From an optimization exercise on the open Yosys and OpenROAD flow, aimed at small area; shortcuts taken in it are not production practice.
Only simulation tests tie the RTL to the original design; equivalence was not proved.
No activity file was given, so power comes from the tool's default toggle rates.

## pcie_cq_desc_parser
module pcie_cq_desc_parser #(
   parameter int AXIS_DATA_WIDTH  = 512,
   parameter int AXIS_TUSER_WIDTH = 229
) (
   input  logic                        clk,
   input  logic                        rst,
   input  logic [AXIS_DATA_WIDTH-1:0]   s_axis_tdata,
   input  logic [AXIS_DATA_WIDTH/8-1:0] s_axis_tkeep,
   input  logic                        s_axis_tvalid,
   output logic                        s_axis_tready,
   input  logic                        s_axis_tlast,
   input  logic [AXIS_TUSER_WIDTH-1:0] s_axis_tuser,
   output logic [AXIS_DATA_WIDTH-1:0]   m_axis_tdata,
   output logic [AXIS_DATA_WIDTH/8-1:0] m_axis_tkeep,
   output logic                        m_axis_tvalid,
   input  logic                        m_axis_tready,
   output logic                        m_axis_tlast,
   output logic [AXIS_TUSER_WIDTH-1:0] m_axis_tuser,
   output logic                        desc_valid,
   input  logic                        desc_ready,
   output logic [63:0]                 desc_addr,
   output logic [1:0]                  desc_at,
   output logic [10:0]                 desc_dwc,
   output logic [3:0]                  desc_type,
   output logic [15:0]                 desc_req_id,
   output logic [7:0]                  desc_tag,
   output logic [7:0]                  desc_func,
   output logic [2:0]                  desc_bar_id,
   output logic [5:0]                  desc_bar_aperture,
   output logic [15:0]                 pkt_cnt,
   output logic [7:0]                  len_err_cnt,
   output logic                        len_err
);
   localparam int KW = AXIS_DATA_WIDTH / 8;
   localparam int BW = AXIS_DATA_WIDTH + KW + 1 + AXIS_TUSER_WIDTH;
   logic [BW-1:0] main_q, skid_q, in_beat;
   logic          main_vld_q, skid_vld_q, tready_q, in_pkt_q;
   logic [119:0]  desc_q;
   logic          desc_valid_q;
   logic [15:0]   pkt_cnt_q;
   logic          is_sop, sop_stall, acc, cap, drain;
  ...
export LEC_CHECK = 0
export CAP_MARGIN = 20
export CORE_AREA = 5 5 895 165
export DIE_AREA = 0 0 900 170
export SLEW_MARGIN = 20
create_clock -name core_clock -period 4.0 [get_ports {clk}]
run.sh (not shown) runs the stock make flow with config.mk's settings and CLKGATE_MAP_FILE= SYNTH_SCRIPT=/design/flow/synth_recipe.tcl, a recipe that flattens the netlist after the stock synthesis.
Then changed:
Settings changed: CORE_AREA 5 5 895 165 to 5 5 355 355, DIE_AREA 0 0 900 170 to 0 0 360 360.
What happened:
- With this change the flow stopped in I/O pin placement
- synthesized cell count does not change
- synthesized area does not change

* * *

Starting RTL as in the previous note.
Settings: LEC_CHECK=0, CAP_MARGIN=20, CORE_AREA=5 5 895 110, DIE_AREA=0 0 900 115, SLEW_MARGIN=20; clock period 4.0 ns.
standard.sh (not shown) runs the stock make flow with config.mk's settings and CLKGATE_MAP_FILE= SYNTH_SCRIPT=/design/flow/synth_recipe.tcl, a recipe that flattens the netlist after the stock synthesis.
==> flow/flow/run.sh <==
#!/bin/bash
# Standard ORFS layout, except that the port buffers use the smallest plain buffer cell.
set -euo pipefail
export BUFFER_PORTS_ARGS="-buffer_cell sky130_fd_sc_hd__buf_1"
bash standard.sh finish > standard_make.log 2>&1
The starting point finished with timing, DRC and antenna clean.
Rerun with:
--- a/flow/config.mk
+++ b/flow/config.mk
@@ -9,2 +9,2 @@
-export CORE_AREA = 5 5 895 110
-export DIE_AREA = 0 0 900 115
+export CORE_AREA = 5 5 895 165
+export DIE_AREA = 0 0 900 170
Outcome:
- count of clock-buffer cells in the layout stays the same
- wire length rose by about 120%
- total power climbs by about 10%
Rerun with:
--- a/flow/config.mk
+++ b/flow/config.mk
@@ -9,2 +9,5 @@
-export CORE_AREA = 5 5 895 165
-export DIE_AREA = 0 0 900 170
+export CORE_AREA = 5 5 895 110
+export CTS_BUF_LIST = sky130_fd_sc_hd__clkbuf_16
+export CTS_CLUSTER_DIAMETER = 100
+export CTS_CLUSTER_SIZE = 24
+export DIE_AREA = 0 0 900 115
Design area drops by 4.0%. Fmax climbs by 31%. Synthesized area is unchanged. Setup slack is better by 0.84 ns. Combinational power drops by 25%. Routed wire length drops by 55%. Cell count drops by 11%.
Rerun with:
--- a/flow/config.mk
+++ b/flow/config.mk
@@ -12 +12 @@
-export CTS_CLUSTER_SIZE = 24
+export CTS_CLUSTER_SIZE = 28
After rerunning: The changed run went through all stages and came out clean; critical path depth stays the same; global-route usage fell by 0.18 points; design area fell by 0.39%; synthesized area stays the same; power fell by 1.5%; utilization fell by 0.28 points; wire length fell by 0.77%; synthesized cell count stays the same; register-to-register slack loses 0.02 ns; clock skew stays flat; setup slack loses 0.043 ns.
Rerun with:
--- a/flow/config.mk
+++ b/flow/config.mk
@@ -9 +9 @@
-export CORE_AREA = 5 5 895 110
+export CORE_AREA = 5 5 895 95
@@ -12,2 +12,2 @@
-export CTS_CLUSTER_SIZE = 28
-export DIE_AREA = 0 0 900 115
+export CTS_CLUSTER_SIZE = 24
+export DIE_AREA = 0 0 900 100
Effect: The new run produced a clean layout. Count of clock-buffer cells in the layout increases by 12. Non-clock buffer count increases by 24. Register-to-register slack gets worse by 0.07 ns.

-- static timing again, ports no longer ideal --
How much do the figures lean on ideal ports? The routed layouts below were timed once more, with nothing changed but the port constraints.
Step 1 assumes that a clkbuf_16 drives the clock port and a buf_2 every other input.
Step 2 times the ports against the registers' clock, not the clock port: input delays grow and output delays shrink by t, the midpoint of the rising clock arrivals with the driver on.
Three values: no drivers, after step 1, after step 2; two values: the first two.
| run | t (ns) | setup slack, ns | hold slack, ns | slew at the worst register clock pin (ns) | worst data-port slew with drivers (ns) |
|---|---|---|---|---|---|
| the first run of note 1 | 0.804 | 0.212 / 0.015 / 0.015 | 0.447 / 0.424 / 0.476 | 0.09 / 0.09 | 0.37 |
| the first run of note 2 | 0.786 | 1.270 / 1.164 / 1.343 | 0.138 / 0.054 / 0.474 | 0.10 / 0.10 | 0.08 |
| the second run of note 2 | 0.808 | 0.447 / 0.180 / 0.180 | 0.076 / 0.066 / 0.472 | 0.09 / 0.09 | 0.47 |
| the third run of note 2 | 0.762 | 1.290 / 1.185 / 1.375 | 0.162 / 0.078 / 0.477 | 0.10 / 0.10 | 0.07 |
| the fourth run of note 2 | 0.758 | 1.247 / 1.141 / 1.355 | 0.172 / 0.086 / 0.478 | 0.12 / 0.12 | 0.08 |
| the fifth run of note 2 | 0.765 | 1.238 / 1.133 / 1.371 | 0.188 / 0.108 / 0.479 | 0.11 / 0.11 | 0.09 |
After both steps every run listed still meets setup and hold. The setup slack of the second run of note 2, which loses most, moves by -0.267 ns with the drivers and by -0.267 ns with both steps.
